Source: an optimization exercise on an open RTL-to-GDS flow (aim: small area and a short achievable clock period). Production flows keep margins and buffers that such runs may drop.

==> wip/ember <==
Design cpu_alu, start of the top module:
module cpu_alu #(
    parameter int WIDTH = pkg_cpu_alu::ALU_WIDTH
) (
    input  logic             clk,
    input  logic             rst,
    input  logic             in_valid,
    input  logic [WIDTH-1:0] a,
    input  logic [WIDTH-1:0] b,
    input  logic [3:0]       oper,
    input  logic [3:0]       flags_in,
    output logic             out_valid,
    output logic [WIDTH-1:0] result,
    output logic [3:0]       flags_out
);
clock: 11.0 ns
lec_check: 0
cap_margin: 20
core_margin: 2
core_utilization: 60
setup_slack_margin: 3.4
slew_margin: 20
synth_hierarchical: 1
standard.sh (not shown) runs the stock make flow with config.mk's settings and CLKGATE_MAP_FILE= SYNTH_SCRIPT=/design/flow/synth_recipe.tcl, a recipe that flattens the netlist after the stock synthesis.
==> flow/flow/run.sh <==
#!/bin/bash
# Standard layout, except that the port buffers are plain buf_2 cells instead of the
# resizer's default choice.
set -e
export BUFFER_PORTS_ARGS="-buffer_cell sky130_fd_sc_hd__buf_2"
bash standard.sh > standard.log 2>&1
==> inputs of wip/xenon, as changes to wip/ember <==
--- a/flow/design.v
+++ b/flow/design.v
@@ -141,45 +141,45 @@
     cpu_alu_benc2 u_benc10 (.i_b({b[21], b[20], b[19]}), .o_onen(bone[10]), .o_twon(btwo[10]), .o_neg(bneg[10]));
     cpu_alu_benc2 u_benc11 (.i_b({b[23], b[22], b[21]}), .o_onen(bone[11]), .o_twon(btwo[11]), .o_neg(bneg[11]));
     cpu_alu_benc2 u_benc12 (.i_b({b[25], b[24], b[23]}), .o_onen(bone[12]), .o_twon(btwo[12]), .o_neg(bneg[12]));
     cpu_alu_benc2 u_benc13 (.i_b({b[27], b[26], b[25]}), .o_onen(bone[13]), .o_twon(btwo[13]), .o_neg(bneg[13]));
     cpu_alu_benc2 u_benc14 (.i_b({b[29], b[28], b[27]}), .o_onen(bone[14]), .o_twon(btwo[14]), .o_neg(bneg[14]));
     cpu_alu_benc2 u_benc15 (.i_b({b[31], b[30], b[29]}), .o_onen(bone[15]), .o_twon(btwo[15]), .o_neg(bneg[15]));
     logic [31:0] pp0;
-    cpu_alu_bpp2 #(.N(32)) u_bpp0 (.i_a(a[31:0]), .i_onen(bone[0]), .i_twon(btwo[0]), .i_neg(bneg[0]), .o_pp(pp0));
+    cpu_alu_bpp2 #(.N(32)) u_bpp0 (.i_a(a[31:0]), .i_onen(bone[0]), .i_twon(btwo[0]), .i_neg(b[1]), .o_pp(pp0));
     logic [29:0] pp1;
-    cpu_alu_bpp2 #(.N(30)) u_bpp1 (.i_a(a[29:0]), .i_onen(bone[1]), .i_twon(btwo[1]), .i_neg(bneg[1]), .o_pp(pp1));
+    cpu_alu_bpp2 #(.N(30)) u_bpp1 (.i_a(a[29:0]), .i_onen(bone[1]), .i_twon(btwo[1]), .i_neg(b[3]), .o_pp(pp1));
     logic [27:0] pp2;
-    cpu_alu_bpp2 #(.N(28)) u_bpp2 (.i_a(a[27:0]), .i_onen(bone[2]), .i_twon(btwo[2]), .i_neg(bneg[2]), .o_pp(pp2));
+    cpu_alu_bpp2 #(.N(28)) u_bpp2 (.i_a(a[27:0]), .i_onen(bone[2]), .i_twon(btwo[2]), .i_neg(b[5]), .o_pp(pp2));
     logic [25:0] pp3;
-    cpu_alu_bpp2 #(.N(26)) u_bpp3 (.i_a(a[25:0]), .i_onen(bone[3]), .i_twon(btwo[3]), .i_neg(bneg[3]), .o_pp(pp3));
+    cpu_alu_bpp2 #(.N(26)) u_bpp3 (.i_a(a[25:0]), .i_onen(bone[3]), .i_twon(btwo[3]), .i_neg(b[7]), .o_pp(pp3));
     logic [23:0] pp4;
-    cpu_alu_bpp2 #(.N(24)) u_bpp4 (.i_a(a[23:0]), .i_onen(bone[4]), .i_twon(btwo[4]), .i_neg(bneg[4]), .o_pp(pp4));
+    cpu_alu_bpp2 #(.N(24)) u_bpp4 (.i_a(a[23:0]), .i_onen(bone[4]), .i_twon(btwo[4]), .i_neg(b[9]), .o_pp(pp4));
     logic [21:0] pp5;
-    cpu_alu_bpp2 #(.N(22)) u_bpp5 (.i_a(a[21:0]), .i_onen(bone[5]), .i_twon(btwo[5]), .i_neg(bneg[5]), .o_pp(pp5));
+    cpu_alu_bpp2 #(.N(22)) u_bpp5 (.i_a(a[21:0]), .i_onen(bone[5]), .i_twon(btwo[5]), .i_neg(b[11]), .o_pp(pp5));
     logic [19:0] pp6;
-    cpu_alu_bpp2 #(.N(20)) u_bpp6 (.i_a(a[19:0]), .i_onen(bone[6]), .i_twon(btwo[6]), .i_neg(bneg[6]), .o_pp(pp6));
+    cpu_alu_bpp2 #(.N(20)) u_bpp6 (.i_a(a[19:0]), .i_onen(bone[6]), .i_twon(btwo[6]), .i_neg(b[13]), .o_pp(pp6));
     logic [17:0] pp7;
-    cpu_alu_bpp2 #(.N(18)) u_bpp7 (.i_a(a[17:0]), .i_onen(bone[7]), .i_twon(btwo[7]), .i_neg(bneg[7]), .o_pp(pp7));
+    cpu_alu_bpp2 #(.N(18)) u_bpp7 (.i_a(a[17:0]), .i_onen(bone[7]), .i_twon(btwo[7]), .i_neg(b[15]), .o_pp(pp7));
     logic [15:0] pp8;
-    cpu_alu_bpp2 #(.N(16)) u_bpp8 (.i_a(a[15:0]), .i_onen(bone[8]), .i_twon(btwo[8]), .i_neg(bneg[8]), .o_pp(pp8));
+    cpu_alu_bpp2 #(.N(16)) u_bpp8 (.i_a(a[15:0]), .i_onen(bone[8]), .i_twon(btwo[8]), .i_neg(b[17]), .o_pp(pp8));
     logic [13:0] pp9;
-    cpu_alu_bpp2 #(.N(14)) u_bpp9 (.i_a(a[13:0]), .i_onen(bone[9]), .i_twon(btwo[9]), .i_neg(bneg[9]), .o_pp(pp9));
+    cpu_alu_bpp2 #(.N(14)) u_bpp9 (.i_a(a[13:0]), .i_onen(bone[9]), .i_twon(btwo[9]), .i_neg(b[19]), .o_pp(pp9));
     logic [11:0] pp10;
-    cpu_alu_bpp2 #(.N(12)) u_bpp10 (.i_a(a[11:0]), .i_onen(bone[10]), .i_twon(btwo[10]), .i_neg(bneg[10]), .o_pp(pp10));
+    cpu_alu_bpp2 #(.N(12)) u_bpp10 (.i_a(a[11:0]), .i_onen(bone[10]), .i_twon(btwo[10]), .i_neg(b[21]), .o_pp(pp10));
     logic [9:0] pp11;
-    cpu_alu_bpp2 #(.N(10)) u_bpp11 (.i_a(a[9:0]), .i_onen(bone[11]), .i_twon(btwo[11]), .i_neg(bneg[11]), .o_pp(pp11));
+    cpu_alu_bpp2 #(.N(10)) u_bpp11 (.i_a(a[9:0]), .i_onen(bone[11]), .i_twon(btwo[11]), .i_neg(b[23]), .o_pp(pp11));
     logic [7:0] pp12;
-    cpu_alu_bpp2 #(.N(8)) u_bpp12 (.i_a(a[7:0]), .i_onen(bone[12]), .i_twon(btwo[12]), .i_neg(bneg[12]), .o_pp(pp12));
+    cpu_alu_bpp2 #(.N(8)) u_bpp12 (.i_a(a[7:0]), .i_onen(bone[12]), .i_twon(btwo[12]), .i_neg(b[25]), .o_pp(pp12));
     logic [5:0] pp13;
-    cpu_alu_bpp2 #(.N(6)) u_bpp13 (.i_a(a[5:0]), .i_onen(bone[13]), .i_twon(btwo[13]), .i_neg(bneg[13]), .o_pp(pp13));
+    cpu_alu_bpp2 #(.N(6)) u_bpp13 (.i_a(a[5:0]), .i_onen(bone[13]), .i_twon(btwo[13]), .i_neg(b[27]), .o_pp(pp13));
     logic [3:0] pp14;
-    cpu_alu_bpp2 #(.N(4)) u_bpp14 (.i_a(a[3:0]), .i_onen(bone[14]), .i_twon(btwo[14]), .i_neg(bneg[14]), .o_pp(pp14));
+    cpu_alu_bpp2 #(.N(4)) u_bpp14 (.i_a(a[3:0]), .i_onen(bone[14]), .i_twon(btwo[14]), .i_neg(b[29]), .o_pp(pp14));
     logic [1:0] pp15;
-    cpu_alu_bpp2 #(.N(2)) u_bpp15 (.i_a(a[1:0]), .i_onen(bone[15]), .i_twon(btwo[15]), .i_neg(bneg[15]), .o_pp(pp15));
+    cpu_alu_bpp2 #(.N(2)) u_bpp15 (.i_a(a[1:0]), .i_onen(bone[15]), .i_twon(btwo[15]), .i_neg(b[31]), .o_pp(pp15));
     logic hs0;
     logic hc0;
     logic hs1;
     logic hc1;
     logic fs0;
     logic fc0;
     logic hs2;
- SETUP_SLACK_MARGIN: 3.4 -> 3.2
==> impl_metrics.tcl <==
set metrics [dict create \
    p_leak_nw 8.913 \
    layout_common_cells "340 x xnor2_1, 290 x o22ai_1, 285 x mux2i_1" \
    peakVddDrop_v 0.001177 \
    worstPathMaxFanout 30 \
    drt_iter0_drc 1959 \
    multi_input_area_mm2 0.01874 \
    place_ws_ps 2154 \
    cp_num_cells 21 \
    slew_headroom 0.2385 \
    worst-path-buf-inv 4 \
    seq-cell-share 0.03270 \
    fmax_mhz 132.2 \
    finalWorstPathRequiredPeriod_ps 7567 \
    outcome "finished clean" \
    whs_ps 2065 \
    num-multi-input-gates 2081 \
    antenna_cells 0 \
    grt.total_usage 0.4110 \
    crit_start "b[3]" \
    design_area_mm2 0.02204 \
]
The numbers above come from wip/ember.

==> impl_metrics.tcl <==
set metrics [dict create \
    fmax_mhz 129.8 \
    worst-path-buf-inv 3 \
    slew_headroom 0.2327 \
    design_area_mm2 0.02157 \
    finalWorstPathRequiredPeriod_ps 7704 \
    layout_common_cells "360 x xnor2_1, 295 x mux2i_1, 291 x o22ai_1" \
    p_leak_nw 8.708 \
    antenna_cells 1 \
    cp_num_cells 19 \
    clock-sinks 36 \
    cp_data_arrival_time_ps 7860 \
    worstPathMaxFanout 26 \
    place_ws_ps 1830 \
    grt.total_usage 0.4016 \
    drt_iter0_drc 1997 \
    multi_input_area_mm2 0.01845 \
    crit_start "b[4]" \
    whs_ps 2061 \
    seq-cell-share 0.03341 \
    outcome "finished clean" \
]
The numbers above come from wip/xenon.

Function was not checked in any run of this note: the RTL went through the layout flow alone.

========
==> inputs of 11-16 <==
cpu_alu, a different RTL version from the one above (not shown whole).
clock: 11.0 ns
lec_check: 0
cap_margin: 20
core_margin: 2
core_utilization: 40
setup_slack_margin: 3
slew_margin: 20
synth_hierarchical: 1
run.sh (not shown) runs the stock make flow with config.mk's settings and CLKGATE_MAP_FILE= SYNTH_SCRIPT=/design/flow/synth_recipe.tcl, a recipe that flattens the netlist after the stock synthesis.
Stock flow here: none of the scripts above is used.
==> 11-25: changes against 11-16 <==
--- a/flow/design.v
+++ b/flow/design.v
@@ -89,11 +89,10 @@
     logic             w_add_cin;
     logic [WIDTH-1:0] w_row0;
     logic [WIDTH-1:0] w_row1;
     logic [WIDTH-1:0] w_sum;
     logic             w_cout;
-    logic             w_c31;
     logic             w_sum_zero;
     logic             w_add_v;
     logic [WIDTH-1:0] w_sh_result;
     logic             w_sh_c;
     logic [WIDTH-1:0] w_other;
@@ -107,13 +106,20 @@
     logic [3:0]       r_flags;
     assign w_mul   = (oper == OP_MUL);
     assign w_arith = (oper <= OP_RSB);
     assign w_rsb   = (oper == OP_RSB);
     assign w_invb  = (oper == OP_SUB) || (oper == OP_SBC);
-    assign w_add_x   = a ^ {WIDTH{w_rsb}};
-    assign w_add_y   = b ^ {WIDTH{w_invb}};
-    assign w_add_cin = (oper == OP_SUB) || w_rsb || (oper[0] && flags_in[FLAG_C]);
+    always_comb begin
+        w_add_x   = '0;
+        w_add_y   = '0;
+        w_add_cin = 1'b0;
+        if (w_arith) begin
+            w_add_x   = w_rsb ? b : a;
+            w_add_y   = w_rsb ? ~a : (w_invb ? ~b : b);
+            w_add_cin = (oper == OP_SUB) || w_rsb || (oper[0] && flags_in[FLAG_C]);
+        end
+    end
     cpu_alu_benc u_benc0 (.i_b({b[1], b[0], 1'b0}), .o_one(bone[0]), .o_two(btwo[0]), .o_neg(bneg[0]));
     cpu_alu_benc u_benc1 (.i_b({b[3], b[2], b[1]}), .o_one(bone[1]), .o_two(btwo[1]), .o_neg(bneg[1]));
     cpu_alu_benc u_benc2 (.i_b({b[5], b[4], b[3]}), .o_one(bone[2]), .o_two(btwo[2]), .o_neg(bneg[2]));
     cpu_alu_benc u_benc3 (.i_b({b[7], b[6], b[5]}), .o_one(bone[3]), .o_two(btwo[3]), .o_neg(bneg[3]));
     cpu_alu_benc u_benc4 (.i_b({b[9], b[8], b[7]}), .o_one(bone[4]), .o_two(btwo[4]), .o_neg(bneg[4]));
@@ -881,19 +887,18 @@
     cpu_alu_fa u_fa208 (.i_a(fs153), .i_b(fc179), .i_c(fs180), .o_s(fs208), .o_c(fc208));
     cpu_alu_fa u_fa209 (.i_a(fs155), .i_b(fc180), .i_c(fs181), .o_s(fs209), .o_c(fc209));
     assign w_row0 = {fc208, fc207, fc206, fc205, fc204, fc203, fc202, fc201, fc200, fc199, fc198, fc197, fc196, fc195, fc194, fc193, fc192, fc191, fc190, fc189, fc188, fc187, fc186, fc185, fc184, fc183, fc182, hc29, hc28, pp1[0], pp0[1], bneg[0]};
     assign w_row1 = {fs209, fs208, fs207, fs206, fs205, fs204, fs203, fs202, fs201, fs200, fs199, fs198, fs197, fs196, fs195, fs194, fs193, fs192, fs191, fs190, fs189, fs188, fs187, fs186, fs185, fs184, fs183, fs182, hs29, hs28, 1'b0, pp0[0]};
     cpu_alu_cpa u_cpa (
-        .i_x    (w_mul ? w_row0 : w_add_x),
-        .i_y    (w_mul ? w_row1 : w_add_y),
-        .i_cin  (w_add_cin && !w_mul),
+        .i_x    ((w_row0 & {WIDTH{w_mul}}) | w_add_x),
+        .i_y    ((w_row1 & {WIDTH{w_mul}}) | w_add_y),
+        .i_cin  (w_add_cin),
         .o_sum  (w_sum),
         .o_cout (w_cout),
-        .o_c31  (w_c31),
         .o_zero (w_sum_zero)
     );
-    assign w_add_v = (w_add_x[WIDTH-1] == w_add_y[WIDTH-1]) && (w_c31 != w_add_x[WIDTH-1]);
+    assign w_add_v = (w_add_x[WIDTH-1] == w_add_y[WIDTH-1]) && (w_sum[WIDTH-1] != w_add_x[WIDTH-1]);
     cpu_alu_shifter u_shifter (
         .i_a      (a),
         .i_b      (b),
         .i_op     (oper),
         .i_c      (flags_in[FLAG_C]),
@@ -975,11 +980,10 @@
     input  logic [31:0] i_x,
     input  logic [31:0] i_y,
     input  logic        i_cin,
     output logic [31:0] o_sum,
     output logic        o_cout,
-    output logic        o_c31,
     output logic        o_zero
 );
     logic [31:0] g;
     logic [31:0] p;
     logic [31:0] c;
@@ -1226,8 +1230,7 @@
     assign pg79 = pg63 | (pp63 & pg55);
     assign pp79 = pp63 & pp55;
     assign c = {pg79, pg78, pg77, pg76, pg75, pg74, pg73, pg72, pg71, pg70, pg69, pg68, pg67, pg66, pg65, pg64, pg55, pg54, pg53, pg52, pg51, pg50, pg49, pg48, pg35, pg34, pg33, pg32, pg17, pg16, pg0, g[0]};
     assign o_sum  = p ^ {c[30:0], i_cin};
     assign o_cout = c[31];
-    assign o_c31  = c[30];
     assign o_zero = ~|((i_x ^ i_y) ^ {i_x[30:0] | i_y[30:0], i_cin});
 endmodule
==> 11-14: changes against 11-16 <==
--- a/flow/design.v
+++ b/flow/design.v
@@ -89,11 +89,10 @@
     logic             w_add_cin;
     logic [WIDTH-1:0] w_row0;
     logic [WIDTH-1:0] w_row1;
     logic [WIDTH-1:0] w_sum;
     logic             w_cout;
-    logic             w_c31;
     logic             w_sum_zero;
     logic             w_add_v;
     logic [WIDTH-1:0] w_sh_result;
     logic             w_sh_c;
     logic [WIDTH-1:0] w_other;
@@ -107,29 +106,36 @@
     logic [3:0]       r_flags;
     assign w_mul   = (oper == OP_MUL);
     assign w_arith = (oper <= OP_RSB);
     assign w_rsb   = (oper == OP_RSB);
     assign w_invb  = (oper == OP_SUB) || (oper == OP_SBC);
-    assign w_add_x   = a ^ {WIDTH{w_rsb}};
-    assign w_add_y   = b ^ {WIDTH{w_invb}};
-    assign w_add_cin = (oper == OP_SUB) || w_rsb || (oper[0] && flags_in[FLAG_C]);
-    cpu_alu_benc u_benc0 (.i_b({b[1], b[0], 1'b0}), .o_one(bone[0]), .o_two(btwo[0]), .o_neg(bneg[0]));
-    cpu_alu_benc u_benc1 (.i_b({b[3], b[2], b[1]}), .o_one(bone[1]), .o_two(btwo[1]), .o_neg(bneg[1]));
-    cpu_alu_benc u_benc2 (.i_b({b[5], b[4], b[3]}), .o_one(bone[2]), .o_two(btwo[2]), .o_neg(bneg[2]));
-    cpu_alu_benc u_benc3 (.i_b({b[7], b[6], b[5]}), .o_one(bone[3]), .o_two(btwo[3]), .o_neg(bneg[3]));
-    cpu_alu_benc u_benc4 (.i_b({b[9], b[8], b[7]}), .o_one(bone[4]), .o_two(btwo[4]), .o_neg(bneg[4]));
-    cpu_alu_benc u_benc5 (.i_b({b[11], b[10], b[9]}), .o_one(bone[5]), .o_two(btwo[5]), .o_neg(bneg[5]));
-    cpu_alu_benc u_benc6 (.i_b({b[13], b[12], b[11]}), .o_one(bone[6]), .o_two(btwo[6]), .o_neg(bneg[6]));
-    cpu_alu_benc u_benc7 (.i_b({b[15], b[14], b[13]}), .o_one(bone[7]), .o_two(btwo[7]), .o_neg(bneg[7]));
-    cpu_alu_benc u_benc8 (.i_b({b[17], b[16], b[15]}), .o_one(bone[8]), .o_two(btwo[8]), .o_neg(bneg[8]));
-    cpu_alu_benc u_benc9 (.i_b({b[19], b[18], b[17]}), .o_one(bone[9]), .o_two(btwo[9]), .o_neg(bneg[9]));
-    cpu_alu_benc u_benc10 (.i_b({b[21], b[20], b[19]}), .o_one(bone[10]), .o_two(btwo[10]), .o_neg(bneg[10]));
-    cpu_alu_benc u_benc11 (.i_b({b[23], b[22], b[21]}), .o_one(bone[11]), .o_two(btwo[11]), .o_neg(bneg[11]));
-    cpu_alu_benc u_benc12 (.i_b({b[25], b[24], b[23]}), .o_one(bone[12]), .o_two(btwo[12]), .o_neg(bneg[12]));
-    cpu_alu_benc u_benc13 (.i_b({b[27], b[26], b[25]}), .o_one(bone[13]), .o_two(btwo[13]), .o_neg(bneg[13]));
-    cpu_alu_benc u_benc14 (.i_b({b[29], b[28], b[27]}), .o_one(bone[14]), .o_two(btwo[14]), .o_neg(bneg[14]));
-    cpu_alu_benc u_benc15 (.i_b({b[31], b[30], b[29]}), .o_one(bone[15]), .o_two(btwo[15]), .o_neg(bneg[15]));
+    always_comb begin
+        w_add_x   = '0;
+        w_add_y   = '0;
+        w_add_cin = 1'b0;
+        if (w_arith) begin
+            w_add_x   = w_rsb ? b : a;
+            w_add_y   = w_rsb ? ~a : (w_invb ? ~b : b);
+            w_add_cin = (oper == OP_SUB) || w_rsb || (oper[0] && flags_in[FLAG_C]);
+        end
+    end
+    cpu_alu_benc u_benc0 (.i_mul(w_mul), .i_b({b[1], b[0], 1'b0}), .o_one(bone[0]), .o_two(btwo[0]), .o_neg(bneg[0]));
+    cpu_alu_benc u_benc1 (.i_mul(w_mul), .i_b({b[3], b[2], b[1]}), .o_one(bone[1]), .o_two(btwo[1]), .o_neg(bneg[1]));
+    cpu_alu_benc u_benc2 (.i_mul(w_mul), .i_b({b[5], b[4], b[3]}), .o_one(bone[2]), .o_two(btwo[2]), .o_neg(bneg[2]));
+    cpu_alu_benc u_benc3 (.i_mul(w_mul), .i_b({b[7], b[6], b[5]}), .o_one(bone[3]), .o_two(btwo[3]), .o_neg(bneg[3]));
+    cpu_alu_benc u_benc4 (.i_mul(w_mul), .i_b({b[9], b[8], b[7]}), .o_one(bone[4]), .o_two(btwo[4]), .o_neg(bneg[4]));
+    cpu_alu_benc u_benc5 (.i_mul(w_mul), .i_b({b[11], b[10], b[9]}), .o_one(bone[5]), .o_two(btwo[5]), .o_neg(bneg[5]));
+    cpu_alu_benc u_benc6 (.i_mul(w_mul), .i_b({b[13], b[12], b[11]}), .o_one(bone[6]), .o_two(btwo[6]), .o_neg(bneg[6]));
+    cpu_alu_benc u_benc7 (.i_mul(w_mul), .i_b({b[15], b[14], b[13]}), .o_one(bone[7]), .o_two(btwo[7]), .o_neg(bneg[7]));
+    cpu_alu_benc u_benc8 (.i_mul(w_mul), .i_b({b[17], b[16], b[15]}), .o_one(bone[8]), .o_two(btwo[8]), .o_neg(bneg[8]));
+    cpu_alu_benc u_benc9 (.i_mul(w_mul), .i_b({b[19], b[18], b[17]}), .o_one(bone[9]), .o_two(btwo[9]), .o_neg(bneg[9]));
+    cpu_alu_benc u_benc10 (.i_mul(w_mul), .i_b({b[21], b[20], b[19]}), .o_one(bone[10]), .o_two(btwo[10]), .o_neg(bneg[10]));
+    cpu_alu_benc u_benc11 (.i_mul(w_mul), .i_b({b[23], b[22], b[21]}), .o_one(bone[11]), .o_two(btwo[11]), .o_neg(bneg[11]));
+    cpu_alu_benc u_benc12 (.i_mul(w_mul), .i_b({b[25], b[24], b[23]}), .o_one(bone[12]), .o_two(btwo[12]), .o_neg(bneg[12]));
+    cpu_alu_benc u_benc13 (.i_mul(w_mul), .i_b({b[27], b[26], b[25]}), .o_one(bone[13]), .o_two(btwo[13]), .o_neg(bneg[13]));
+    cpu_alu_benc u_benc14 (.i_mul(w_mul), .i_b({b[29], b[28], b[27]}), .o_one(bone[14]), .o_two(btwo[14]), .o_neg(bneg[14]));
+    cpu_alu_benc u_benc15 (.i_mul(w_mul), .i_b({b[31], b[30], b[29]}), .o_one(bone[15]), .o_two(btwo[15]), .o_neg(bneg[15]));
     logic [31:0] pp0;
     cpu_alu_bpp #(.N(32)) u_bpp0 (.i_a(a[31:0]), .i_one(bone[0]), .i_two(btwo[0]), .i_neg(bneg[0]), .o_pp(pp0));
     logic [29:0] pp1;
     cpu_alu_bpp #(.N(30)) u_bpp1 (.i_a(a[29:0]), .i_one(bone[1]), .i_two(btwo[1]), .i_neg(bneg[1]), .o_pp(pp1));
     logic [27:0] pp2;
@@ -881,19 +887,18 @@
     cpu_alu_fa u_fa208 (.i_a(fs153), .i_b(fc179), .i_c(fs180), .o_s(fs208), .o_c(fc208));
     cpu_alu_fa u_fa209 (.i_a(fs155), .i_b(fc180), .i_c(fs181), .o_s(fs209), .o_c(fc209));
     assign w_row0 = {fc208, fc207, fc206, fc205, fc204, fc203, fc202, fc201, fc200, fc199, fc198, fc197, fc196, fc195, fc194, fc193, fc192, fc191, fc190, fc189, fc188, fc187, fc186, fc185, fc184, fc183, fc182, hc29, hc28, pp1[0], pp0[1], bneg[0]};
     assign w_row1 = {fs209, fs208, fs207, fs206, fs205, fs204, fs203, fs202, fs201, fs200, fs199, fs198, fs197, fs196, fs195, fs194, fs193, fs192, fs191, fs190, fs189, fs188, fs187, fs186, fs185, fs184, fs183, fs182, hs29, hs28, 1'b0, pp0[0]};
     cpu_alu_cpa u_cpa (
-        .i_x    (w_mul ? w_row0 : w_add_x),
-        .i_y    (w_mul ? w_row1 : w_add_y),
-        .i_cin  (w_add_cin && !w_mul),
+        .i_x    (w_row0 | w_add_x),
+        .i_y    (w_row1 | w_add_y),
+        .i_cin  (w_add_cin),
         .o_sum  (w_sum),
         .o_cout (w_cout),
-        .o_c31  (w_c31),
         .o_zero (w_sum_zero)
     );
-    assign w_add_v = (w_add_x[WIDTH-1] == w_add_y[WIDTH-1]) && (w_c31 != w_add_x[WIDTH-1]);
+    assign w_add_v = (w_add_x[WIDTH-1] == w_add_y[WIDTH-1]) && (w_sum[WIDTH-1] != w_add_x[WIDTH-1]);
     cpu_alu_shifter u_shifter (
         .i_a      (a),
         .i_b      (b),
         .i_op     (oper),
         .i_c      (flags_in[FLAG_C]),
@@ -930,18 +935,19 @@
     assign out_valid = r_valid;
     assign result    = r_result;
     assign flags_out = r_flags;
 endmodule
 module cpu_alu_benc (
+    input  logic       i_mul,
     input  logic [2:0] i_b,
     output logic       o_one,
     output logic       o_two,
     output logic       o_neg
 );
-    assign o_one = i_b[1] ^ i_b[0];
-    assign o_two = (i_b[2] & ~i_b[1] & ~i_b[0]) | (~i_b[2] & i_b[1] & i_b[0]);
-    assign o_neg = i_b[2];
+    assign o_one = i_mul & (i_b[1] ^ i_b[0]);
+    assign o_two = i_mul & ((i_b[2] & ~i_b[1] & ~i_b[0]) | (~i_b[2] & i_b[1] & i_b[0]));
+    assign o_neg = i_mul & i_b[2];
 endmodule
 module cpu_alu_bpp #(
     parameter int N = 32
 ) (
     input  logic [N-1:0] i_a,
@@ -975,11 +981,10 @@
     input  logic [31:0] i_x,
     input  logic [31:0] i_y,
     input  logic        i_cin,
     output logic [31:0] o_sum,
     output logic        o_cout,
-    output logic        o_c31,
     output logic        o_zero
 );
     logic [31:0] g;
     logic [31:0] p;
     logic [31:0] c;
@@ -1226,8 +1231,7 @@
     assign pg79 = pg63 | (pp63 & pg55);
     assign pp79 = pp63 & pp55;
     assign c = {pg79, pg78, pg77, pg76, pg75, pg74, pg73, pg72, pg71, pg70, pg69, pg68, pg67, pg66, pg65, pg64, pg55, pg54, pg53, pg52, pg51, pg50, pg49, pg48, pg35, pg34, pg33, pg32, pg17, pg16, pg0, g[0]};
     assign o_sum  = p ^ {c[30:0], i_cin};
     assign o_cout = c[31];
-    assign o_c31  = c[30];
     assign o_zero = ~|((i_x ^ i_y) ^ {i_x[30:0] | i_y[30:0], i_cin});
 endmodule
SETUP_SLACK_MARGIN = 5   (was 3)
==> insert_results.sql <==
INSERT INTO impl_metrics (metric_group, metric, value, unit) VALUES
('final_layout', 'drive_above_1_share', '23.94', '%'),
('synth', 'netlist_instances', '2296', ''),
('floorplanning', 'height_of_the_die', '234.6', 'µm'),
('detailed_routing', 'met2_length', '37870', 'µm'),
('outcome', 'outcome', 'complete, no violations', ''),
('setup_path', 'worst_path_most_repeated_cell', 'sky130_fd_sc_hd__fa_1', ''),
('global_route', 'global_route.usage.met1', '39.45', '%'),
('global_route', 'grtUsageTotal', '29.66', '%'),
('timing', 'fin_crit_sh', '73.23', '%'),
('synth', 'synthesis.area_per_instance', '9.262', 'µm²');
That was 11-25.
==> insert_results.sql <==
INSERT INTO impl_metrics (metric_group, metric, value, unit) VALUES
('outcome', 'outcome', 'complete, no violations', ''),
('setup_path', 'worst_path_most_repeated_cell', 'sky130_fd_sc_hd__fa_1', ''),
('global_route', 'grtUsageTotal', '30.27', '%'),
('synth', 'netlist_instances', '2323', ''),
('floorplanning', 'height_of_the_die', '235.0', 'µm');
That was 11-16.
==> insert_results.sql <==
INSERT INTO impl_metrics (metric_group, metric, value, unit) VALUES
('setup_path', 'timing.critical_path.slowest_cell_delay', '680', 'ps'),
('global_route', 'global_route.usage.met1', '41.32', '%'),
('outcome', 'outcome', 'complete, no violations', ''),
('global_route', 'grtUsageTotal', '30.96', '%'),
('detailed_routing', 'met2_length', '38880', 'µm'),
('synth', 'netlist_instances', '2268', ''),
('timing', 'fin_crit_sh', '79.16', '%'),
('final_layout', 'postLayoutCoreUtil', '49.17', '%'),
('final_layout', 'drive_above_1_share', '28.34', '%');
That was 11-14.
Function was not checked in any run of this note: the RTL went through the layout flow alone.

[separate check: timing with driven ports]
No port has a modelled driver above. Below, the same layouts with a new extraction and two added sets of constraints. Step 1 (the two cells are an assumption about what drives the block):
set clk [get_ports {clk}]
set_driving_cell -lib_cell sky130_fd_sc_hd__clkbuf_16 $clk
set_driving_cell -lib_cell sky130_fd_sc_hd__buf_2 [delete_from_list [all_inputs] $clk]
Step 2 moves the port delays by t, midway between the first and last clock arrival at a register: inputs arrive t later, outputs are due t later. That takes back most of the time a late clock gives input paths. Three values: ideal, step 1, step 2; two values: the first two.
run	shift t [ns]	slack for setup (ns)	hold slack, ns	worst register clock-pin slew, ns	cell pins on the clock port's net
wip/ember	0.318	3.433 / 3.443 / 3.125	2.065 / 2.053 / 2.371	0.06 / 0.06	1
wip/xenon	0.318	3.296 / 3.244 / 2.926	2.061 / 2.053 / 2.371	0.06 / 0.06	1
11-16	0.339	3.055 / 2.908 / 2.569	2.437 / 2.408 / 2.747	0.07 / 0.07	1
11-25	0.345	2.945 / 2.839 / 2.494	2.434 / 2.404 / 2.750	0.06 / 0.06	1
11-14	0.320	2.292 / 2.301 / 1.981	2.463 / 2.448 / 2.768	0.06 / 0.06	1
After both steps every run listed still meets setup and hold. The setup slack of 11-16, which loses most, moves by -0.147 ns with the drivers and by -0.486 ns with both steps.
